This is an optimization exercise on Yosys and OpenROAD, whose aim is small area, a short achievable clock period and few clock cycles per item, not a production implementation.
At most, simulation tests tie the RTL to the original design; equivalence was not proved.
For run 4, only the layout was checked, not whether the RTL still works.
Power figures rest on the tool's default switching activity, not on a simulated workload.

### design/flow/config.mk
export PLATFORM = sky130hd
export DESIGN_NAME = per_channel_min_max_mean
export DESIGN_NICKNAME = per_channel_min_max_mean
export VERILOG_FILES = /design/flow/design.v
export SDC_FILE = /design/flow/constraint.sdc
export NUM_CORES = 4
export LEC_CHECK = 0
export CAP_MARGIN = 20
export CORE_MARGIN = 2
export CORE_UTILIZATION = 40
export CTS_CLUSTER_DIAMETER = 100
export CTS_CLUSTER_SIZE = 20
export PLACE_DENSITY = 0.6
export SETUP_SLACK_MARGIN = 3.7
export SLEW_MARGIN = 20
### design/flow/constraint.sdc
create_clock -name core_clock -period 7.0 [get_ports {clk_i}]
set_input_delay 1.4000 -clock core_clock [delete_from_list [all_inputs] [get_ports {clk_i}]]
set_output_delay 1.4000 -clock core_clock [all_outputs]
set_load 0.01 [all_outputs]
### design/flow/design.v
package pcmmm_pkg;
  localparam int unsigned ValueW   = 20;
  localparam int unsigned TimeW    = 17;
  localparam int unsigned ChanW    = 4;
  localparam int unsigned SumW     = 36;
  localparam int unsigned CountW   = 16;
  localparam int unsigned Channels = 16;
  localparam logic [ValueW-1:0] LowReset  = 20'd9000;
  localparam logic [ValueW-1:0] HighReset = 20'd16000;
  localparam logic [CountW-1:0] CountMax  = '1;
endpackage
import pcmmm_pkg::*;
module per_channel_min_max_mean (
  input  logic        clk_i,
  input  logic        rst_ni,
  input  logic        s_axis_tvalid,
  output logic        s_axis_tready,
  input  logic        s_axis_tuser,   
  input  logic [47:0] s_axis_tdata,   
  output logic        m_axis_tvalid,
  input  logic        m_axis_tready,
  output logic [119:0] m_axis_tdata,  
  input  logic        cfg_valid_i,
  output logic        cfg_ready_o,
  input  logic        cfg_index_i,
  input  logic [ValueW-1:0] cfg_data_i
);
  localparam int unsigned DivR   = 3;                          
  localparam int unsigned DivS   = (ValueW + DivR - 1) / DivR;  
  localparam int unsigned DivP   = DivS * DivR;                
  localparam int unsigned NMul   = (1 << DivR) - 1;            
  localparam int unsigned MulW   = CountW + DivR;
  localparam int unsigned StepW  = $clog2(DivS + 1);
  localparam int unsigned QDepth = 2;                          
  localparam int unsigned Cap    = QDepth + 1;                 
  localparam int unsigned CapW   = $clog2(Cap + 1);
  localparam int unsigned SnapW  = ChanW + 1 + 2 * (ValueW + TimeW) + CountW + SumW;
  assign cfg_ready_o = 1'b1;
  logic [ValueW-1:0] low_q, high_q;
  always_ff @(posedge clk_i or negedge rst_ni) begin
    if (!rst_ni) begin
      low_q  <= LowReset;
      high_q <= HighReset;
    end else if (cfg_valid_i) begin
      if (cfg_index_i) high_q <= cfg_data_i;
      else             low_q  <= cfg_data_i;
    end
  end
  logic              take;
  logic [ChanW-1:0]  in_ch;
  logic [ValueW-1:0] in_val;
  logic [TimeW-1:0]  in_ts;
  logic [Channels-1:0] in_sel;
  logic full_q;
  assign s_axis_tready = !full_q || !s_axis_tuser;
  assign take   = s_axis_tvalid && s_axis_tready;
  assign in_ch  = s_axis_tdata[3:0];
  assign in_val = s_axis_tdata[23:4];
  assign in_ts  = s_axis_tdata[40:24];
  always_comb begin
    for (int c = 0; c < Channels; c++) in_sel[c] = (in_ch == ChanW'(c));
  end
  localparam int unsigned StatW = 2 * (ValueW + TimeW) + SumW + CountW;
  logic [Channels-1:0]            vld_q;
  logic [Channels-1:0][StatW-1:0] stat_q;    
  logic                           r_vld;
  logic [StatW-1:0]               r_stat;
  always_comb begin
    r_vld  = 1'b0;
    r_stat = '0;
    for (int c = 0; c < Channels; c++) begin
      r_vld  = r_vld  | (in_sel[c] & vld_q[c]);
      r_stat = r_stat | ({StatW{in_sel[c] & vld_q[c]}} & stat_q[c]);
    end
  end
  logic                y_rec, y_rd, y_fwd;
  logic [ChanW-1:0]    y_ch;
  logic [Channels-1:0] y_sel;
  logic [ValueW-1:0]   y_val;
  logic [TimeW-1:0]    y_ts;
  logic                y_evld;
  logic [StatW-1:0]    y_e;
  logic                w_rec, w_rd, w_lte, w_gte;
  logic [ChanW-1:0]    w_ch;
  logic [Channels-1:0] w_sel;
  logic [ValueW-1:0]   w_val;
  logic [TimeW-1:0]    w_ts;
  logic                w_evld;
  logic [ValueW-1:0]   e_minv, e_maxv;
  logic [TimeW-1:0]    e_mint, e_maxt;
  logic [SumW-1:0]     w_nsum;    
  logic [CountW-1:0]   w_ncnt;
  logic [StatW-1:0]    n_stat;    
  logic in_win, in_fwd;
  assign in_win = (in_val >= low_q) && (in_val <= high_q);
  assign in_fwd = w_rec && (in_ch == w_ch);
  always_ff @(posedge clk_i or negedge rst_ni) begin
    if (!rst_ni) begin
      y_rec <= 1'b0;
      y_rd  <= 1'b0;
    end else begin
      y_rec <= take && !s_axis_tuser && in_win;
      y_rd  <= take && s_axis_tuser;
    end
  end
  always_ff @(posedge clk_i) begin
    y_ch  <= in_ch;
    y_sel <= in_sel;
    y_val <= in_val;
    y_ts  <= in_ts;
    y_fwd <= y_rec && (in_ch == y_ch);
    if (in_fwd) begin
      y_evld <= 1'b1;
      y_e    <= n_stat;
    end else begin
      y_evld <= r_vld;
      y_e    <= r_stat;
    end
  end
  logic [ValueW-1:0] y_minv, y_maxv;
  logic [TimeW-1:0]  y_mint, y_maxt;
  assign {y_minv, y_mint, y_maxv, y_maxt} = y_e[StatW-1 -: 2 * (ValueW + TimeW)];
  logic c1_lt, c2_lt, c1_gt, c2_gt, y_lt, y_gt;
  assign c1_lt = (y_val < y_minv) || (y_val == y_minv && y_ts < y_mint);
  assign c2_lt = (y_val < w_val)  || (y_val == w_val  && y_ts < w_ts);
  assign c1_gt = (y_val > y_maxv) || (y_val == y_maxv && y_ts < y_maxt);
  assign c2_gt = (y_val > w_val)  || (y_val == w_val  && y_ts < w_ts);
  assign y_lt  = (y_fwd && w_lte) ? c2_lt : c1_lt;
  assign y_gt  = (y_fwd && w_gte) ? c2_gt : c1_gt;
  always_ff @(posedge clk_i or negedge rst_ni) begin
    if (!rst_ni) begin
      w_rec <= 1'b0;
      w_rd  <= 1'b0;
    end else begin
      w_rec <= y_rec;
      w_rd  <= y_rd;
    end
  end
  logic [SumW-1:0]   y_sum, y_nsum;
  logic [CountW-1:0] y_cnt, y_ncnt;
  logic              y_add;
  assign y_sum  = y_fwd ? w_nsum : y_e[CountW +: SumW];
  assign y_cnt  = y_fwd ? w_ncnt : y_e[0 +: CountW];
  assign y_add  = y_rec && (y_cnt != CountMax);
  assign y_nsum = y_add ? y_sum + SumW'(y_val) : y_sum;
  assign y_ncnt = y_add ? y_cnt + 1'b1 : y_cnt;
  always_ff @(posedge clk_i) begin
    w_ch   <= y_ch;
    w_sel  <= y_sel;
    w_val  <= y_val;
    w_ts   <= y_ts;
    w_nsum <= y_nsum;
    w_ncnt <= y_ncnt;
    if (y_fwd) begin
      w_evld <= 1'b1;
      {e_minv, e_mint, e_maxv, e_maxt} <= n_stat[StatW-1 -: 2 * (ValueW + TimeW)];
      w_lte  <= y_lt;
      w_gte  <= y_gt;
    end else begin
      w_evld <= y_evld;
      {e_minv, e_mint, e_maxv, e_maxt} <= y_e[StatW-1 -: 2 * (ValueW + TimeW)];
      w_lte  <= y_lt || !y_evld;
      w_gte  <= y_gt || !y_evld;
    end
  end
  assign n_stat = {w_lte ? w_val : e_minv, w_lte ? w_ts : e_mint,
                   w_gte ? w_val : e_maxv, w_gte ? w_ts : e_maxt,
                   w_nsum, w_ncnt};
  always_ff @(posedge clk_i or negedge rst_ni) begin
    if (!rst_ni) begin
      vld_q <= '0;
    end else begin
      for (int c = 0; c < Channels; c++) begin
        if (w_rec && w_sel[c]) vld_q[c] <= 1'b1;
      end
    end
  end
  always_ff @(posedge clk_i) begin
    for (int c = 0; c < Channels; c++) begin
      if (w_rec && w_sel[c]) stat_q[c] <= n_stat;
    end
  end
  logic [SnapW-1:0] snap;
  logic             b_rd;
  assign b_rd = w_rd;
  assign snap = {w_ch, w_evld, e_minv, e_mint, e_maxv, e_maxt, w_ncnt, w_nsum};
  logic [SnapW-1:0] q_d [QDepth];
  logic [QDepth-1:0] q_v;
  logic [QDepth:0]   q_mv;    
  logic              o_free;
  always_comb begin
    q_mv[QDepth] = q_v[QDepth-1] && o_free;
    for (int k = QDepth - 1; k >= 1; k--) begin
      q_mv[k] = q_v[k-1] && (!q_v[k] || q_mv[k+1]);
    end
    q_mv[0] = b_rd;
  end
  always_ff @(posedge clk_i or negedge rst_ni) begin
    if (!rst_ni) begin
      q_v <= '0;
    end else begin
      for (int k = 0; k < QDepth; k++) begin
        if (q_mv[k])        q_v[k] <= 1'b1;
        else if (q_mv[k+1]) q_v[k] <= 1'b0;
      end
    end
  end
  always_ff @(posedge clk_i) begin
    if (q_mv[0]) q_d[0] <= snap;
    for (int k = 1; k < QDepth; k++) begin
      if (q_mv[k]) q_d[k] <= q_d[k-1];
    end
  end
  logic [CountW-1:0] hq_cnt;
  always_ff @(posedge clk_i or negedge rst_ni) begin
    if (!rst_ni)             hq_cnt <= '0;
    else if (q_mv[QDepth-1]) hq_cnt <= q_d[QDepth-2][SumW +: CountW];
  end
  logic                o_busy, o_done;
  logic [StepW-1:0]    o_step;
  logic [ChanW-1:0]    o_ch;
  logic                o_has;
  logic [ValueW-1:0]   o_minv, o_maxv;
  logic [TimeW-1:0]    o_mint, o_maxt;
  logic [CountW-1:0]   o_cnt;
  logic [CountW-1:0]   o_rem;
  logic [DivP-1:0]     o_qd;       
  logic [MulW-1:0]     o_mul [NMul+1];   
  logic              load;
  logic [SnapW-1:0]  head;
  logic [ChanW-1:0]  h_ch;
  logic              h_has;
  logic [ValueW-1:0] h_minv, h_maxv;
  logic [TimeW-1:0]  h_mint, h_maxt;
  logic [CountW-1:0] h_cnt;
  logic [SumW-1:0]   h_sum;
  assign head = q_d[QDepth-1];
  logic [CountW-1:0] h_cnt_q;    
  assign {h_ch, h_has, h_minv, h_mint, h_maxv, h_maxt, h_cnt_q, h_sum} = head;
  assign h_cnt = hq_cnt;
  assign o_free = !o_busy || (o_done && m_axis_tready);
  assign load   = q_mv[QDepth];
  logic [MulW-1:0] mul [NMul+1];
  always_comb begin
    mul[0] = '0;
    for (int j = 1; j <= NMul; j++) begin
      if (j == 1)          mul[j] = MulW'(o_cnt);
      else if (j % 2 == 1) mul[j] = o_mul[j];
      else                 mul[j] = mul[j/2] << 1;
    end
  end
  logic [CountW+DivR-1:0] trial;
  logic [DivR-1:0]        qbits;
  logic [CountW-1:0]      rem_n;
  assign trial = {o_rem, o_qd[DivP-1 -: DivR]};
  logic [NMul+1:0]        ge;
  logic [CountW+DivR-1:0] diff [NMul+1];
  always_comb begin
    diff[0]    = trial;
    ge[0]      = 1'b1;
    ge[NMul+1] = 1'b0;
    for (int j = 1; j <= NMul; j++) begin
      diff[j] = trial - mul[j];
      ge[j]   = (trial >= mul[j]);
    end
  end
  always_comb begin
    qbits = '0;
    rem_n = {CountW{load}} & CountW'(h_sum >> DivP);
    for (int j = 0; j <= NMul; j++) begin
      if (ge[j] && !ge[j+1]) begin
        qbits = qbits | DivR'(j);
      end
      if (ge[j] && !ge[j+1] && !load) begin
        rem_n = rem_n | diff[j][CountW-1:0];
      end
    end
    if (!o_has) qbits = '0;
  end
  always_ff @(posedge clk_i or negedge rst_ni) begin
    if (!rst_ni) begin
      o_busy <= 1'b0;
      o_done <= 1'b0;
      o_step <= '0;
    end else if (load) begin
      o_busy <= 1'b1;
      o_done <= 1'b0;
      o_step <= '0;
    end else if (o_busy && !o_done) begin
      o_step <= o_step + 1'b1;
      if (o_step == StepW'(DivS - 1)) o_done <= 1'b1;
    end else if (o_done && m_axis_tready) begin
      o_busy <= 1'b0;
      o_done <= 1'b0;
    end
  end
  localparam int unsigned OutW = ChanW + 1 + 2 * (ValueW + TimeW) + CountW;
  logic [OutW-1:0] o_out, h_out;
  logic            o_step_en;
  assign h_out     = {h_ch, h_has, h_minv, h_mint, h_maxv, h_maxt, h_cnt};
  assign o_step_en = o_busy && !o_done;
  assign {o_ch, o_has, o_minv, o_mint, o_maxv, o_maxt, o_cnt} = o_out;
  always_ff @(posedge clk_i or negedge rst_ni) begin
    if (!rst_ni) begin
      o_out <= '0;
      o_qd  <= '0;
      for (int j = 3; j <= NMul; j += 2) o_mul[j] <= '0;
    end else if (load) begin
      o_out <= h_out;
      o_qd  <= h_sum[DivP-1:0];
      for (int j = 3; j <= NMul; j += 2) o_mul[j] <= MulW'(j) * MulW'(h_cnt);
    end else if (o_step_en) begin
      o_qd  <= {o_qd[DivP-DivR-1:0], qbits};
    end
  end
  always_ff @(posedge clk_i) begin
    o_rem <= rem_n;
  end
  assign m_axis_tvalid = o_done;
  assign m_axis_tdata  = {5'b0, o_cnt, o_qd[ValueW-1:0], o_maxt, o_maxv,
                          o_mint, o_minv, o_has, o_ch};
  logic [CapW-1:0] infl_q, infl_d;
  logic            fire;
  assign fire   = o_done && m_axis_tready;
  assign infl_d = infl_q + CapW'(take && s_axis_tuser) - CapW'(fire);
  always_ff @(posedge clk_i or negedge rst_ni) begin
    if (!rst_ni) begin
      infl_q <= '0;
      full_q <= 1'b0;
    end else begin
      infl_q <= infl_d;
      full_q <= (infl_d >= CapW'(Cap));
    end
  end
endmodule
### design/flow/run.sh
#!/bin/bash
# synth_recipe.tcl (not shown) runs the flow's synth.tcl, then flattens the netlist and writes it again
# the make line also repeats each setting of config.mk as NAME=value (left out here)
make -C /OpenROAD-flow-scripts/flow DESIGN_CONFIG=/design/flow/config.mk WORK_HOME=/design/flow/orfs CLKGATE_MAP_FILE= SYNTH_SCRIPT=/design/flow/synth_recipe.tcl finish
==> results.cfg, run 1 <==
[logic_synthesis]
yosysSeqAreaShare = 0.721
synthFlopType = edfxtp_1
synth_edf_count = 2262
avgSynthCellArea_um2 = 14.8
synthesis.area_mm2 = 0.114
synthesis.instances = 7679
synth_seq_cells = 2902
yosysWarnings = 5
synth.distinct_cells = 95
synthArstFlopShare = 0.0872

[sta]
worst_pin_slew_ns = 1.11
setup_violations = 0
tns_ns = 0
min_period_ns = 3.34
fmax_mhz = 299
finalCritPeriodShare = 0.478
final_hold_viol_count = 0
finalMaxSlewViolations = 0
fin_worst_skew_ns = 0.0864
rsz0062_at_grt = yes
relSlewSlack = 0.258

[status]
status = finished clean

[clock_network]
clk_path_buf_depth = 4
cts_root_buffer = clkbuf_16
cts_inserted_buffers = 172
insertion_delay_ns = 0.87
clkSinkCount = 2902
cts_hold_buf = 0
clk_pin_slew_ns = 0.09
cts_tree = yes
htree_levels = 4

[worst_setup_path]
crit_type = reg -> reg
crit_chain = buf_4 -> ha_1 -> nand2b_4 -> a21oi_2 -> o41a_1 -> o2111ai_2 -> a31oi_4 -> a22oi_2 -> o221ai_1 -> a221o_1 -> a211o_1
crit_arrival_ns = 4.06
slowest_delay_ns = 0.50
cp-end-kind = register
path_max_fanout = 5
crit_slowest_cell = dfrtp_2
cp.required_ns = 7.71
setup.worst_path.start_class = register

[power]
p_leak_nw = 44.5
power_density_mw_per_mm2 = 351
irDropWorstVdd_v = 0.000218
power_w = 0.0449

[grt]
overflow = 0
grt_pass1_vias = 67400
track_usage = 0.240
grt_pass1_wl_um = 501000
antenna_found_initial = 19
grt_max_degree = 153

[place]
place_congestion = 0.897
dp_hpwl_um = 185000
port_buffers = 184

[routing]
wl_met1_um = 147000
drc = 0
dr.max_layer_used = met5
dr.pass1.iters = 7
ant_nets = 0
detail_route.wl_per_cell_um = 30.3
drt-vias-per-instance = 6.02
drt_wl_total_um = 358000
vias = 71200
wl_met3_um = 33700
drt_iter0_markers = 8751
wl_met2_um = 166000

[cells_and_area]
drive_gt1_frac = 0.0971
fin_util = 0.453
mostFrequentLayoutCells = edfxtp_1 (2,262), a22oi_1 (599), nand2_1 (485)
final_common_cell = edfxtp_1
area.growth.synth_to_final_pct = 12.5
nets = 8393

[die]
die_area_mm2 = 0.288
ioPinCount = 198
fp.coreArea_mm2 = 0.283
die_w_um = 537
rows = 195
dieHeight_um = 537
start_util = 0.402

[hold_path]
min_path_type = reg -> reg

[run]
max_cap_viol_count = 0
## registers in the layout, indices dropped and copies added (netlist names), 17 cells and up
signal,count
mul,17
high_q,20
o_mul,36
q_d,246
stat_q,2016
o_qd,21
w_val,20
y_e,126
y_ts,17
low_q,20
w_nsum,36
e_maxt,17
e_minv,20
y_val,20
e_maxv,20
w_ts,17
e_mint,17
o_out,93
## path summary, 6_finish.rpt
| check | startpoint | end | slack (ns) | cells past startpoint |
|---|---|---|---|---|
| setup reg to reg | o_qd[19] | o_rem[5] | 3.66 | 11 |
| max in group asynchronous | rst_ni | w_rec | 5.10 | 2 |
| setup / recovery | o_qd[19] | o_rem[5] | 3.66 | 11 |
| hold / removal | y_sel[11] | w_sel[11] | 0.33 | 0 |
| min in group asynchronous | rst_ni | o_out[8] | 0.50 | 1 |
| hold reg to reg | y_sel[11] | w_sel[11] | 0.33 | 0 |
## timing repair
action / in CTS / in global routing
endpoints found under the setup margin: 252 / 144
gates resized for setup: 181 / 75
setup buffers: 96 / 28
gates cloned: 26 / 3
pin swaps: 44 / 27
## logic make-up (layout without fill, tap and decap cells)
group,after synthesis,after routing,share of synthesized area
fa+ha+maj,373,373,0.0426
flops,2902,2902,0.721
other cells,2,15,0.0000661
xor+xnor,173,173,0.0133
simple gates,1434,1461,0.0603
mux,157,157,0.0145
buf+inv,720,1088,0.0248
compound gates,1918,1918,0.123
## cells in the mapped netlist (all sizes together), types with 11 or more instances
master,count,share of area
a2111oi,11,0.0011
a211oi,20,0.0014
a21o,83,0.0055
a21oi,333,0.015
a221oi,231,0.018
a22o,219,0.017
a22oi,602,0.040
a31oi,22,0.0013
a41oi,57,0.0044
and2,34,0.0019
and3,83,0.0046
buf,133,0.0054
clkbuf,235,0.0078
dfrtp,242,0.053
dfstp,11,0.0025
dfxtp,387,0.068
edfxtp,2262,0.60
fa,24,0.0042
ha,349,0.038
inv,352,0.012
mux2,55,0.0055
mux2i,102,0.0090
nand2,490,0.016
nand2b,39,0.0021
nand3,104,0.0046
nand4,139,0.0076
nor2,280,0.0093
nor2b,45,0.0025
nor3,132,0.0059
nor4,18,0.0011
o211ai,21,0.0014
o21a,31,0.0020
o21ai,174,0.0077
o31ai,11,0.00081
or2,26,0.0014
or3,14,0.00077
xnor2,110,0.0085
xor2,63,0.0049
## critical path: cells and delay by family (launching register included)
| family | cells | cell delay, ns |
|---|---|---|
| fa+ha+maj | 1 | 0.38 |
| compound gates | 8 | 2.00 |
| flops | 1 | 0.50 |
| simple gates | 1 | 0.13 |
| buf+inv | 1 | 0.19 |
## report_power, final
group | total [W] | switching [W] | internal (W)
Clock | 0.0104 | 0.00557 | 0.00479
Sequential | 0.0215 | 0.00138 | 0.0201
Combinational | 0.0130 | 0.00754 | 0.00544
Total | 0.0449 | 0.0145 | 0.0304
## layer usage
layer  vias to the layer above  GRT usage
met1                     36700      0.339
met4                         8     0.0652
met2                      3651      0.389
met5                         -          0
met3                       590     0.0357
li1                      30300          -
## stage by stage
step	instance area (um2)	setup WS [ns]	hold WS, ns	std cells
finish	128000	3.66	0.334	11800
global route	128000	3.59	0.335	11800
CTS	127000	3.62	0.332	11800
detailed placement	121000	2.01	0.312	11400
global placement	120000	2.02	0.310	11400
floorplan	114000	3.70	0.310	7683
## cell type report
type,instances,area (um2)
antenna,9,22.5
clock buffer,302,4900
clock inverter,5,53.8
fill,24600,155000
inverter,352,1330
multi-input combinational,4088,30200
sequential,2902,82100
tap,3743,4680
timing repair buffer,429,4650
Testbench counts, summed over its fixed seeds: cycles 11,047, reads 909.
==> inputs of run 2 (changes only) <==
--- a/design/flow/config.mk
+++ b/design/flow/config.mk
@@ -11,5 +11,5 @@
 export CTS_CLUSTER_DIAMETER = 100
 export CTS_CLUSTER_SIZE = 20
 export PLACE_DENSITY = 0.6
-export SETUP_SLACK_MARGIN = 3.7
+export SETUP_SLACK_MARGIN = 4.0
 export SLEW_MARGIN = 20
==> run 2 against run 1 <==
Still clean on timing, DRC and antenna. First-iteration DRC count increased by 5.1%. Synthesized area unchanged. Final area increased by 1.4%. Critical path type unchanged. Critical endpoint is now w_nsum[30]. Largest power group unchanged.
==> results.cfg, run 2 <==
[status]
status = finished clean

[worst_setup_path]
path_max_fanout = 5
cp.required_ns = 7.71
crit_type = reg -> reg
cp-end-kind = register
crit_arrival_ns = 4.02
setup.worst_path.start_class = register

[logic_synthesis]
synthFlopType = edfxtp_1
synth_top_area_cell = edfxtp_1
synth_most_common_cell = edfxtp_1
synth_common_cells = edfxtp_1 (2,262), a22oi_1 (602), nand2_1 (489)
synth.distinct_cells = 95
yosysWarnings = 5
synthArstFlopShare = 0.0872
yosysSeqAreaShare = 0.721
synth_seq_cells = 2902
synth_top_area_frac = 0.597
synthesis.instances = 7679
synth_area_leaders = edfxtp_1 (60%), dfxtp_1 (6.8%), dfrtp_1 (5.3%)
synth_edf_count = 2262
avgSynthCellArea_um2 = 14.8
synthesis.area_mm2 = 0.114

[grt]
grt_max_degree = 152
grt_pass1_vias = 68400
antenna_found_initial = 19
overflow = 0
grt_pass1_wl_um = 508000
track_usage = 0.244

[cells_and_area]
reg.largest.list = stat_q x2016, q_d x246, y_e x126
nets = 8499
largest_register_ffs = 2016
multi_input_area_mm2 = 0.0309
mostFrequentLayoutCells = edfxtp_1 (2,262), a22oi_1 (597), nand2_1 (481)
final_common_cell = edfxtp_1
regArea_mm2 = 0.0821
drive_gt1_frac = 0.124
area.growth.synth_to_final_pct = 14.0
nFillCells = 24500
regMostFlops = stat_q

[power]
power_w = 0.0461
intPower_w = 0.0311
clkPwrFrac = 0.223
p_sw_frac = 0.325
irDropWorstVdd_v = 0.000357
pwr-share-comb = 0.310
p_sw_w = 0.0150
power_density_mw_per_mm2 = 356
seqPwrFrac = 0.467
p_leak_nw = 45.4

[die]
fp.coreArea_mm2 = 0.283
start_util = 0.402
ioPinCount = 198
die_w_um = 537
die_area_mm2 = 0.288
dieHeight_um = 537
rows = 195

[sta]
relSlewSlack = 0.148
worst_slack_ns = 3.68
final_hold_viol_count = 0
setup_violations = 0
fmax_mhz = 302
finalMaxSlewViolations = 0
rsz0062_at_grt = yes
finalHoldWorstSlack_ns = 0.332
finalCritPeriodShare = 0.474
tns_ns = 0
worst_pin_slew_ns = 1.28
fin_worst_skew_ns = 0.0604
min_period_ns = 3.32

[clock_network]
cts_root_buffer = clkbuf_16
insertion_delay_ns = 0.87
cts_tree = yes
htree_levels = 4
clk_pin_slew_ns = 0.08
cts_inserted_buffers = 172
clk_path_buf_depth = 4
cts_hold_buf = 0
clkSinkCount = 2902

[place]
dp_slack_ns = 2.15
port_buffers = 184
dp_hpwl_um = 186000
place_congestion = 0.902

[routing]
ant_nets = 0
drt_wl_total_um = 364000
drt_iter0_markers = 9197
dr.pass1.iters = 6
vias = 71900
detail_route.wl_per_cell_um = 30.4
drt-vias-per-instance = 6.02
drc = 0

[hold_path]
min_path_type = reg -> reg

[run]
max_cap_viol_count = 0
## run 2: cell types whose count changed in the layout (fill, tap and decap cells not counted), moves of 19 or more
cell             change
clkdlybuf4s50_1    -111
buf_4               +88
dlygate4sd2_1       +65
clkdlybuf4s15_1     +29
ha_1                -19
## run 2: area by class of cell
| class | instances | share of cell area |
|---|---|---|
| Multi-Input combinational cell | 4088 | 0.239 |
| Tap cell | 3743 | 0.0361 |
| Timing Repair Buffer | 535 | 0.0429 |
| Inverter | 352 | 0.0103 |
| Antenna cell | 11 | 0.000212 |
| Clock inverter | 9 | 0.00103 |
| Clock buffer | 300 | 0.0372 |
| Sequential cell | 2902 | 0.633 |
## run 2: final timing paths
| path | startpoint | to | slack, ns | cells past startpoint |
|---|---|---|---|---|
| worst max-delay path | y_fwd | w_nsum[30] | 3.68 | 10 |
| worst min-delay path | y_sel[8] | w_sel[8] | 0.33 | 0 |
| worst max register to register | y_fwd | w_nsum[30] | 3.68 | 10 |
| worst min register to register | y_sel[8] | w_sel[8] | 0.33 | 0 |
| max in group asynchronous | rst_ni | hq_cnt[8] | 5.10 | 2 |
| min in group asynchronous | rst_ni | o_step[0] | 0.54 | 1 |
## run 2: timing repair
item	4_1_cts	5_1_grt
hold endpoints to repair	0	0
endpoints found under the setup margin	545	988
resized for setup	436	142
pin swaps	92	95
buffers inserted	187	49
cloned	30	3
## run 2: logic make-up (layout without fill, tap and decap cells)
kind of cell / count (synthesis) / in the layout / synth area share
other: 2 / 17 / 0.0000661
multiplexers: 157 / 157 / 0.0145
AO/OA/AOI/OAI: 1918 / 1918 / 0.123
adder cells (fa/ha/maj): 373 / 373 / 0.0426
buffers and inverters: 720 / 1196 / 0.0248
flip-flops: 2902 / 2902 / 0.721
AND/OR/NAND/NOR: 1434 / 1461 / 0.0603
XOR/XNOR: 173 / 173 / 0.0133
## run 2: worst max-delay path: stages (launching register included)
cell	delay (ns)
dfxtp_4	0.47
buf_12	0.16
buf_4	0.16
mux2_2	0.36
ha_1	0.33
a21oi_1	0.79
a311oi_4	0.24
buf_6	0.20
nor2_4	0.21
nor3b_2	0.08
xnor2_1	0.17
## run 2: power groups by stage
stage               combinational [W]  clock (W)  sequential (W)
global placement               0.0115          0          0.0218
floorplan                     0.00815          0          0.0214
global route                   0.0155     0.0110          0.0216
CTS                            0.0134     0.0104          0.0215
detailed placement             0.0117          0          0.0219
finish                         0.0143     0.0103          0.0215
## run 2: layer usage
metal	GRT usage	vias up	part of all wire
li1	-	30600	-
met1	0.346	37100	0.41
met2	0.388	3675	0.46
met3	0.0389	574	0.094
met4	0.0716	12	0.033
met5	0	-	0.00020
## run 2: per-stage QoR
step,util,std cells,area [um2]
finish,0.459,11900,130000
global route,0.459,11900,130000
CTS,0.455,11900,129000
detailed placement,0.427,11400,121000
global placement,0.427,11400,121000
floorplan,-,7683,114000
==> inputs of run 3 (changes only) <==
--- a/design/flow/config.mk
+++ b/design/flow/config.mk
@@ -7,9 +7,9 @@
 export LEC_CHECK = 0
 export CAP_MARGIN = 20
 export CORE_MARGIN = 2
-export CORE_UTILIZATION = 40
+export CORE_UTILIZATION = 50
 export CTS_CLUSTER_DIAMETER = 100
 export CTS_CLUSTER_SIZE = 20
-export PLACE_DENSITY = 0.6
-export SETUP_SLACK_MARGIN = 4.0
+export PLACE_DENSITY = 0.62
+export SETUP_SLACK_MARGIN = 3.8
 export SLEW_MARGIN = 20
==> run 3 against run 2 <==
Total power decreased by 1.5%. Die area shrank 20%. Largest power group unchanged. Final area shrank 1.7%. Synthesized area did not move. Sequential power about the same. Cell count fell by 7.0%. Clock skew down 0.0027 ns. Core utilization grew 10 points. Largest cell class unchanged. Routed wire length down 1.9%. Hold slack got worse by 0.0059 ns. First-iteration DRC count increased by 1.4%. Via count about the same.
==> results.cfg, run 3 <==
[routing]
dr.pass1.iters = 6
drt_wl_total_um = 357000
ant_nets = 0
drt-vias-per-instance = 6.47
detail_route.wl_per_cell_um = 32.1
drt_iter0_markers = 9330
vias = 71800
drc = 0

[worst_setup_path]
cp.required_ns = 7.49
regToRegSetupSlack_ns = 3.54
cpLargestDelayFamily = flip-flops
slowest_delay_ns = 1.08
crit_chain = and2_4 -> buf_12
crit_slowest_cell = dfrtp_1
crit_buf_inv = 1
crit_type = reg -> reg
crit_arrival_ns = 3.95
path_max_fanout = 83
setup.worst_path.start_class = register
cp-end-kind = register

[logic_synthesis]
synthesis.instances = 7679
synth_common_cells = edfxtp_1 (2,262), a22oi_1 (602), nand2_1 (489)
synth_top_area_frac = 0.597
synth_seq_cells = 2902
yosysWarnings = 5
synth_most_common_cell = edfxtp_1
avgSynthCellArea_um2 = 14.8
synthArstFlopShare = 0.0872
synth_edf_count = 2262
synth_area_leaders = edfxtp_1 (60%), dfxtp_1 (6.8%), dfrtp_1 (5.3%)
synth_top_area_cell = edfxtp_1
synthesis.area_mm2 = 0.114
synth.distinct_cells = 95
yosysSeqAreaShare = 0.721
synthFlopType = edfxtp_1

[cells_and_area]
area.growth.synth_to_final_pct = 12.0
final_common_cell = edfxtp_1
nets = 8392
mostFrequentLayoutCells = edfxtp_1 (2,262), a22oi_1 (596), nand2_1 (483)
fin_util = 0.562
nFillCells = 17800
reg.largest.list = stat_q x2016, q_d x246, y_e x126
largest_register_ffs = 2016
multi_input_area_mm2 = 0.0305
drive_gt1_frac = 0.103
regMostFlops = stat_q
regArea_mm2 = 0.0821
stdcell_area_mm2 = 0.127

[die]
die_w_um = 481
start_util = 0.502
die_area_mm2 = 0.231
rows = 175
ioPinCount = 198
fp.coreArea_mm2 = 0.227
dieHeight_um = 481

[power]
power_w = 0.0454
p_leak_nw = 44.9
power_density_mw_per_mm2 = 357
irDropWorstVdd_v = 0.000334

[place]
dp_hpwl_um = 182000
place_congestion = 0.910
dpl_cell_area_mm2 = 0.120
port_buffers = 184
dp_slack_ns = 2.11

[status]
status = finished clean

[hold_path]
min_path_type = reg -> reg

[clock_network]
cts_root_buffer = clkbuf_16
insertion_delay_ns = 0.88
clkSinkCount = 2902
clk_pin_slew_ns = 0.09
cts_hold_buf = 0
cts_tree = yes
cts_inserted_buffers = 164
htree_levels = 4
clk_path_buf_depth = 3

[grt]
grt_pass1_wl_um = 496000
overflow = 0
grt_max_degree = 148
grt_pass1_vias = 67200
antenna_found_initial = 12
track_usage = 0.299

[sta]
relSlewSlack = 0.199
min_period_ns = 3.46
finalMaxSlewViolations = 0
finalCritPeriodShare = 0.495
rsz0062_at_grt = yes
fmax_mhz = 289
final_hold_viol_count = 0
worst_slack_ns = 3.54
tns_ns = 0
fin_worst_skew_ns = 0.0577
worst_pin_slew_ns = 1.20
setup_violations = 0

[run]
max_cap_viol_count = 0
run 3: cell types whose count changed in the layout (fill, tap and decap cells not counted), sizes merged, moves of 3 or more:
| cell | change |
|---|---|
| inv | +3 |
| clkdlybuf4s50 | +6 |
| clkdlybuf4s15 | -33 |
| clkinv | +12 |
| clkbuf | -14 |
| dlygate4sd2 | +35 |
| buf | -102 |
run 3: kinds of logic (layout without fill, tap and decap cells):
family,Yosys count,in the layout,synth area share
XOR/XNOR,173,173,0.0133
AND/OR/NAND/NOR,1434,1461,0.0603
adder cells (fa/ha/maj),373,373,0.0426
multiplexers,157,157,0.0145
AO/OA/AOI/OAI,1918,1918,0.123
buffers and inverters,720,1097,0.0248
other,2,17,0.0000661
flip-flops,2902,2902,0.721
run 3: final cells by class:
cell class                      count  area share
Sequential cell                  2902       0.645
Clock inverter                     21     0.00289
Timing Repair Buffer              436      0.0372
Tap cell                         3009      0.0296
Antenna cell                       11    0.000216
Clock buffer                      288      0.0359
Inverter                          352      0.0104
Multi-Input combinational cell   4088       0.239
run 3: worst register-to-register path: cells and delay by family, from the launching register on:
family        cells  cell delay (ns)
flops             1             1.08
buf+inv           1             0.88
simple gates      1             1.01
run 3: final timing paths:
kind	start	endpoint	cells past startpoint
max in group asynchronous	rst_ni	o_out[17]	2
min in group asynchronous	rst_ni	y_rd	1
max	w_rec	stat_q[158]	2
min reg2reg	y_sel[5]	w_sel[5]	0
min	y_sel[5]	w_sel[5]	0
max reg2reg	w_rec	stat_q[158]	2
run 3: repair_timing:
item	in CTS	in global routing
cloned	28	5
gates resized for setup	310	125
endpoints found under the setup margin	392	138
buffers inserted	102	43
pin swaps	78	65
run 3: through the flow:
step	instances	hold WS (ns)
2_1_floorplan	7683	0.310
3_3_place_gp	10600	0.310
3_5_place_dp	10600	0.312
4_1_cts	11000	0.327
5_1_grt	11100	0.340
6_report	11100	0.326
run 3: where the power goes:
group / internal, W / leakage (nW) / switching, W / total [W]
Sequential: 0.0201 / 26.9 / 0.00141 / 0.0216
Combinational: 0.00575 / 15.7 / 0.00794 / 0.0137
Clock: 0.00454 / 2.33 / 0.00563 / 0.0102
run 3: layer usage:
metal / track usage / routed length, um
met2: 0.453 / 159000
met3: 0.0576 / 40000
met5: 0 / 33
met4: 0.0814 / 10200
met1: 0.443 / 148000
==> inputs of run 4 (changes only) <==
--- a/design/flow/design.v
+++ b/design/flow/design.v
@@ -35,6 +35,7 @@
   localparam int unsigned Cap    = QDepth + 1;                 
   localparam int unsigned CapW   = $clog2(Cap + 1);
   localparam int unsigned SnapW  = ChanW + 1 + 2 * (ValueW + TimeW) + CountW + SumW;
+  localparam int unsigned OutW   = SnapW - SumW;                  
   assign cfg_ready_o = 1'b1;
   logic [ValueW-1:0] low_q, high_q;
   always_ff @(posedge clk_i or negedge rst_ni) begin
@@ -46,14 +47,14 @@
       else             low_q  <= cfg_data_i;
     end
   end
+  logic              tready_q;
   logic              take;
   logic [ChanW-1:0]  in_ch;
   logic [ValueW-1:0] in_val;
   logic [TimeW-1:0]  in_ts;
   logic [Channels-1:0] in_sel;
-  logic full_q;
-  assign s_axis_tready = !full_q || !s_axis_tuser;
-  assign take   = s_axis_tvalid && s_axis_tready;
+  assign s_axis_tready = tready_q;
+  assign take   = s_axis_tvalid && tready_q;
   assign in_ch  = s_axis_tdata[3:0];
   assign in_val = s_axis_tdata[23:4];
   assign in_ts  = s_axis_tdata[40:24];
@@ -142,7 +143,10 @@
   assign y_sum  = y_fwd ? w_nsum : y_e[CountW +: SumW];
   assign y_cnt  = y_fwd ? w_ncnt : y_e[0 +: CountW];
   assign y_add  = y_rec && (y_cnt != CountMax);
-  assign y_nsum = y_add ? y_sum + SumW'(y_val) : y_sum;
+  logic [SumW-1:0] y_sum_r, y_sum_w;
+  assign y_sum_r = y_e[CountW +: SumW] + SumW'(y_val);
+  assign y_sum_w = w_nsum + SumW'(y_val);
+  assign y_nsum  = !y_add ? y_sum : y_fwd ? y_sum_w : y_sum_r;
   assign y_ncnt = y_add ? y_cnt + 1'b1 : y_cnt;
   always_ff @(posedge clk_i) begin
     w_ch   <= y_ch;
@@ -205,16 +209,16 @@
       end
     end
   end
+  logic [CountW-1:0] hq_cnt;
   always_ff @(posedge clk_i) begin
     if (q_mv[0]) q_d[0] <= snap;
     for (int k = 1; k < QDepth; k++) begin
       if (q_mv[k]) q_d[k] <= q_d[k-1];
     end
   end
-  logic [CountW-1:0] hq_cnt;
   always_ff @(posedge clk_i or negedge rst_ni) begin
-    if (!rst_ni)             hq_cnt <= '0;
-    else if (q_mv[QDepth-1]) hq_cnt <= q_d[QDepth-2][SumW +: CountW];
+    if (!rst_ni)              hq_cnt <= '0;
+    else if (q_mv[QDepth-1])  hq_cnt <= q_d[QDepth-2][SumW +: CountW];    
   end
   logic                o_busy, o_done;
   logic [StepW-1:0]    o_step;
@@ -224,7 +228,8 @@
   logic [TimeW-1:0]    o_mint, o_maxt;
   logic [CountW-1:0]   o_cnt;
   logic [CountW-1:0]   o_rem;
-  logic [DivP-1:0]     o_qd;       
+  logic [DivP-1:0]     o_dv;       
+  logic [ValueW-1:0]   o_q;        
   logic [MulW-1:0]     o_mul [NMul+1];   
   logic              load;
   logic [SnapW-1:0]  head;
@@ -235,8 +240,8 @@
   logic [CountW-1:0] h_cnt;
   logic [SumW-1:0]   h_sum;
   assign head = q_d[QDepth-1];
-  logic [CountW-1:0] h_cnt_q;    
-  assign {h_ch, h_has, h_minv, h_mint, h_maxv, h_maxt, h_cnt_q, h_sum} = head;
+  assign {h_ch, h_has, h_minv, h_mint, h_maxv, h_maxt} = head[SnapW-1 -: OutW - CountW];
+  assign h_sum = head[SumW-1:0];
   assign h_cnt = hq_cnt;
   assign o_free = !o_busy || (o_done && m_axis_tready);
   assign load   = q_mv[QDepth];
@@ -252,7 +257,7 @@
   logic [CountW+DivR-1:0] trial;
   logic [DivR-1:0]        qbits;
   logic [CountW-1:0]      rem_n;
-  assign trial = {o_rem, o_qd[DivP-1 -: DivR]};
+  assign trial = {o_rem, o_dv[DivP-1 -: DivR]};
   logic [NMul+1:0]        ge;
   logic [CountW+DivR-1:0] diff [NMul+1];
   always_comb begin
@@ -266,12 +271,10 @@
   end
   always_comb begin
     qbits = '0;
-    rem_n = {CountW{load}} & CountW'(h_sum >> DivP);
+    rem_n = '0;
     for (int j = 0; j <= NMul; j++) begin
       if (ge[j] && !ge[j+1]) begin
         qbits = qbits | DivR'(j);
-      end
-      if (ge[j] && !ge[j+1] && !load) begin
         rem_n = rem_n | diff[j][CountW-1:0];
       end
     end
@@ -294,7 +297,6 @@
       o_done <= 1'b0;
     end
   end
-  localparam int unsigned OutW = ChanW + 1 + 2 * (ValueW + TimeW) + CountW;
   logic [OutW-1:0] o_out, h_out;
   logic            o_step_en;
   assign h_out     = {h_ch, h_has, h_minv, h_mint, h_maxv, h_maxt, h_cnt};
@@ -303,21 +305,21 @@
   always_ff @(posedge clk_i or negedge rst_ni) begin
     if (!rst_ni) begin
       o_out <= '0;
-      o_qd  <= '0;
+      o_q   <= '0;
       for (int j = 3; j <= NMul; j += 2) o_mul[j] <= '0;
     end else if (load) begin
       o_out <= h_out;
-      o_qd  <= h_sum[DivP-1:0];
       for (int j = 3; j <= NMul; j += 2) o_mul[j] <= MulW'(j) * MulW'(h_cnt);
     end else if (o_step_en) begin
-      o_qd  <= {o_qd[DivP-DivR-1:0], qbits};
+      o_q   <= ValueW'({o_q, qbits});
     end
   end
   always_ff @(posedge clk_i) begin
-    o_rem <= rem_n;
+    o_rem <= load ? CountW'(h_sum >> DivP) : rem_n;
+    o_dv  <= load ? h_sum[DivP-1:0] : o_dv << DivR;
   end
   assign m_axis_tvalid = o_done;
-  assign m_axis_tdata  = {5'b0, o_cnt, o_qd[ValueW-1:0], o_maxt, o_maxv,
+  assign m_axis_tdata  = {5'b0, o_cnt, o_q, o_maxt, o_maxv,
                           o_mint, o_minv, o_has, o_ch};
   logic [CapW-1:0] infl_q, infl_d;
   logic            fire;
@@ -325,11 +327,11 @@
   assign infl_d = infl_q + CapW'(take && s_axis_tuser) - CapW'(fire);
   always_ff @(posedge clk_i or negedge rst_ni) begin
     if (!rst_ni) begin
-      infl_q <= '0;
-      full_q <= 1'b0;
+      infl_q   <= '0;
+      tready_q <= 1'b1;
     end else begin
-      infl_q <= infl_d;
-      full_q <= (infl_d >= CapW'(Cap));
+      infl_q   <= infl_d;
+      tready_q <= (infl_d < CapW'(Cap)) || (s_axis_tvalid && !take && !s_axis_tuser);
     end
   end
 endmodule
==> design/flow/config.mk (replaced) <==
export PLATFORM = sky130hd
export DESIGN_NAME = per_channel_min_max_mean
export DESIGN_NICKNAME = per_channel_min_max_mean
export VERILOG_FILES = /design/flow/design.v
export SDC_FILE = /design/flow/constraint.sdc
export NUM_CORES = 4
export LEC_CHECK = 0
export CAP_MARGIN = 20
export CORE_MARGIN = 2
export CORE_UTILIZATION = 40
export CTS_BUF_LIST = sky130_fd_sc_hd__clkbuf_8
export CTS_CLUSTER_SIZE = 24
export PLACE_DENSITY = 0.6
export SETUP_SLACK_MARGIN = 4.2
export SLEW_MARGIN = 20
==> run 4 against run 3 <==
Still clean on timing, DRC and antenna. Clock skew up 0.046 ns. Combinational power up 14%. Final area up 9.0%.
==> results.cfg, run 4 <==
[status]
status = finished clean

[clock_network]
cts_root_buffer = clkbuf_8
cts_tree = yes
clk_pin_slew_ns = 0.07
clk_path_buf_depth = 4
htree_levels = 5
cts_hold_buf = 0
insertion_delay_ns = 1.09
clkSinkCount = 2922
cts_inserted_buffers = 441

[sta]
min_period_ns = 3.46
relSlewSlack = 0.322
finalHoldWorstSlack_ns = 0.329
setup_violations = 0
finalCritPeriodShare = 0.494
fin_worst_skew_ns = 0.104
worst_pin_slew_ns = 1.02
rsz0062_at_grt = yes
final_hold_viol_count = 0
tns_ns = 0
fmax_mhz = 289
finalMaxSlewViolations = 0

[cells_and_area]
final_common_cell = edfxtp_1
regArea_mm2 = 0.0829
area.growth.synth_to_final_pct = 21.0
nets = 9091
regMostFlops = stat_q
multi_input_area_mm2 = 0.0332
drive_gt1_frac = 0.225
nFillCells = 24200
mostFrequentLayoutCells = edfxtp_1 (2,298), nand2_1 (585), inv_1 (499), clkbuf_8 (499), a22oi_1 (488)
largest_register_ffs = 2016
reg.largest.list = stat_q x2016, q_d x246, y_e x126

[routing]
drt-vias-per-instance = 5.93
dr.pass1.iters = 6
drt_wl_total_um = 390000
drc = 0
ant_nets = 0
drt_iter0_markers = 9366
vias = 75900
detail_route.wl_per_cell_um = 30.5

[logic_synthesis]
synth_most_common_cell = edfxtp_1
synth_edf_count = 2298
synth_top_area_frac = 0.601
synthArstFlopShare = 0.0862
synthesis.instances = 7793
synthFlopType = edfxtp_1
synth.distinct_cells = 81
synth_top_area_cell = edfxtp_1
synth_area_leaders = edfxtp_1 (60%), dfxtp_1 (6.5%), dfrtp_1 (5.2%)
avgSynthCellArea_um2 = 14.7
synth_seq_cells = 2922
yosysWarnings = 5
synth_common_cells = edfxtp_1 (2,298), nand2_1 (598), a22oi_1 (564)
synthesis.area_mm2 = 0.115
yosysSeqAreaShare = 0.722

[power]
power_density_mw_per_mm2 = 369
seqPwrFrac = 0.428
clkPwrFrac = 0.267
p_sw_frac = 0.328
irDropWorstVdd_v = 0.000230
intPower_w = 0.0344
p_leak_nw = 50.8
p_sw_w = 0.0168
pwr-share-comb = 0.305

[die]
fp.coreArea_mm2 = 0.285
die_area_mm2 = 0.291
ioPinCount = 198
dieHeight_um = 540
die_w_um = 540
start_util = 0.402
rows = 196

[worst_setup_path]
path_common_cell = buf_12
slowest_delay_ns = 0.44
cp.required_ns = 7.77
setup.worst_path.start_class = register
crit_chain = buf_12 -> buf_4 -> buf_12 -> buf_12 -> inv_4 -> a31oi_1 -> a221oi_4 -> nand4_1 -> or2_2 -> o21bai_1 -> a21oi_4 -> mux2i_1 -> o211ai_1
crit_slowest_cell = or2_2
path_max_fanout = 10
crit_type = reg -> reg
cpLargestDelayFamily = compound AO/OA/AOI/OAI gates
crit_buf_inv = 5
crit_arrival_ns = 4.23
cp-end-kind = register

[grt]
grt_pass1_vias = 73100
track_usage = 0.257
overflow = 0
grt_max_degree = 114
antenna_found_initial = 18
grt_pass1_wl_um = 540000

[hold_path]
min_path_type = reg -> reg

[place]
port_buffers = 184
place_congestion = 0.882
dp_hpwl_um = 189000

[run]
max_cap_viol_count = 0
## run 4: cell count changes in the layout (fill, tap and decap cells not counted), moves of 70 or more
| cell | before | now |
|---|---|---|
| a221oi_2 | 5 | 137 |
| buf_4 | 151 | 366 |
| clkbuf_16 | 167 | 6 |
| a22oi_1 | 596 | 488 |
| a22oi_2 | 6 | 76 |
| buf_6 | 19 | 106 |
| inv_1 | 345 | 499 |
| dlygate4sd2_1 | 111 | 0 |
| buf_2 | 4 | 76 |
| clkbuf_1 | 124 | 0 |
| clkbuf_8 | 0 | 499 |
| nand2_1 | 483 | 585 |
| a221oi_1 | 223 | 105 |
## run 4: power by group through the flow
stage	Clock [W]	Sequential, W	Combinational (W)
global placement	0	0.0222	0.0118
floorplan	0	0.0218	0.00832
CTS	0.0138	0.0219	0.0140
detailed placement	0	0.0223	0.0119
finish	0.0137	0.0219	0.0156
global route	0.0146	0.0221	0.0168
## run 4: timing repair
item,in CTS,in global routing
setup buffers,285,112
pin swaps,147,137
setup endpoints to repair,830,461
gates resized for setup,893,217
gates cloned,49,15
## run 4: final cells by class
class,count,share of cell area
clock buffers,499,0.0495
clock inverters,325,0.0125
well taps,3762,0.0339
diodes,7,0.000126
inverters,338,0.00926
repair buffers,750,0.0583
flip-flops and latches,2922,0.597
multi-input cells,4189,0.239
## run 4: logic make-up (layout without fill, tap and decap cells)
group | Yosys count | after routing | share of synthesized area
AOI/OAI and AO/OA | 1936 | 1937 | 0.122
DFF | 2922 | 2922 | 0.722
and+or+nand+nor | 1505 | 1537 | 0.0614
muxes | 162 | 162 | 0.0148
other | 2 | 13 | 0.0000655
adders and majority gates | 374 | 374 | 0.0424
xor gates and xnor gates | 173 | 173 | 0.0132
buffers and inverters | 719 | 1912 | 0.0242
## run 4: worst paths after layout
path | start | end | slack (ns) | cells after the start
min in group asynchronous | rst_ni | o_out[17] | 0.35 | 1
max reg2reg | y_fwd | w_nsum[34] | 3.54 | 13
min | y_sel[13] | w_sel[13] | 0.33 | 0
min reg2reg | y_sel[13] | w_sel[13] | 0.33 | 0
max | y_fwd | w_nsum[34] | 3.54 | 13
max in group asynchronous | rst_ni | o_mul[7][0] | 5.36 | 2
## run 4: metrics by stage
stage	worst slack, ns	util	total power, W	instance area [um2]	instances
floorplan	3.43	-	0.0301	118000	7797
global placement	2.11	0.432	0.0340	123000	11500
detailed placement	2.09	0.433	0.0342	123000	11500
CTS	3.55	0.479	0.0497	137000	12700
global route	3.43	0.487	0.0535	139000	12800
finish	3.54	0.487	0.0513	139000	12800
## run 4: metal layers
metal / part of all wire / up-vias / GRT usage
li1: - / 32100 / -
met3: 0.10 / 724 / 0.0483
met5: 0.00012 / - / 0
met2: 0.46 / 4301 / 0.408
met4: 0.037 / 8 / 0.0887
met1: 0.40 / 38800 / 0.352

[port drivers added, routing unchanged]
The results above use ideal ports. As a check the final layouts listed here were re-extracted and re-timed, cells and wires unchanged. Step 1 sets driving cells, clkbuf_16 on the clock port and buf_2 on the other inputs (assumed; they add their load-dependent delay and slew). Step 2, shift: input delay + t, output delay - t, t = (earliest + latest rising clock arrival at the registers) / 2. This alone moves slack from input paths to output paths. Three values: no drivers, after step 1, after step 2; two values: the first two.
run | t (ns) | setup slack, ns | slew at the worst register clock pin (ns) | worst slew at a driven data input, ns
run 1 | 0.933 | 3.657 / 3.657 / 2.849 | 0.10 / 0.10 | 0.13
run 2 | 0.942 | 3.685 / 3.685 / 3.050 | 0.09 / 0.09 | 0.15
run 3 | 0.959 | 3.536 / 3.536 / 2.786 | 0.09 / 0.09 | 0.11
run 4 | 1.136 | 3.540 / 3.540 / 3.086 | 0.08 / 0.08 | 0.09
After both steps every run listed still meets setup and hold. The setup slack of run 1, which loses most, moves by 0.000 ns with the drivers and by -0.808 ns with both steps.
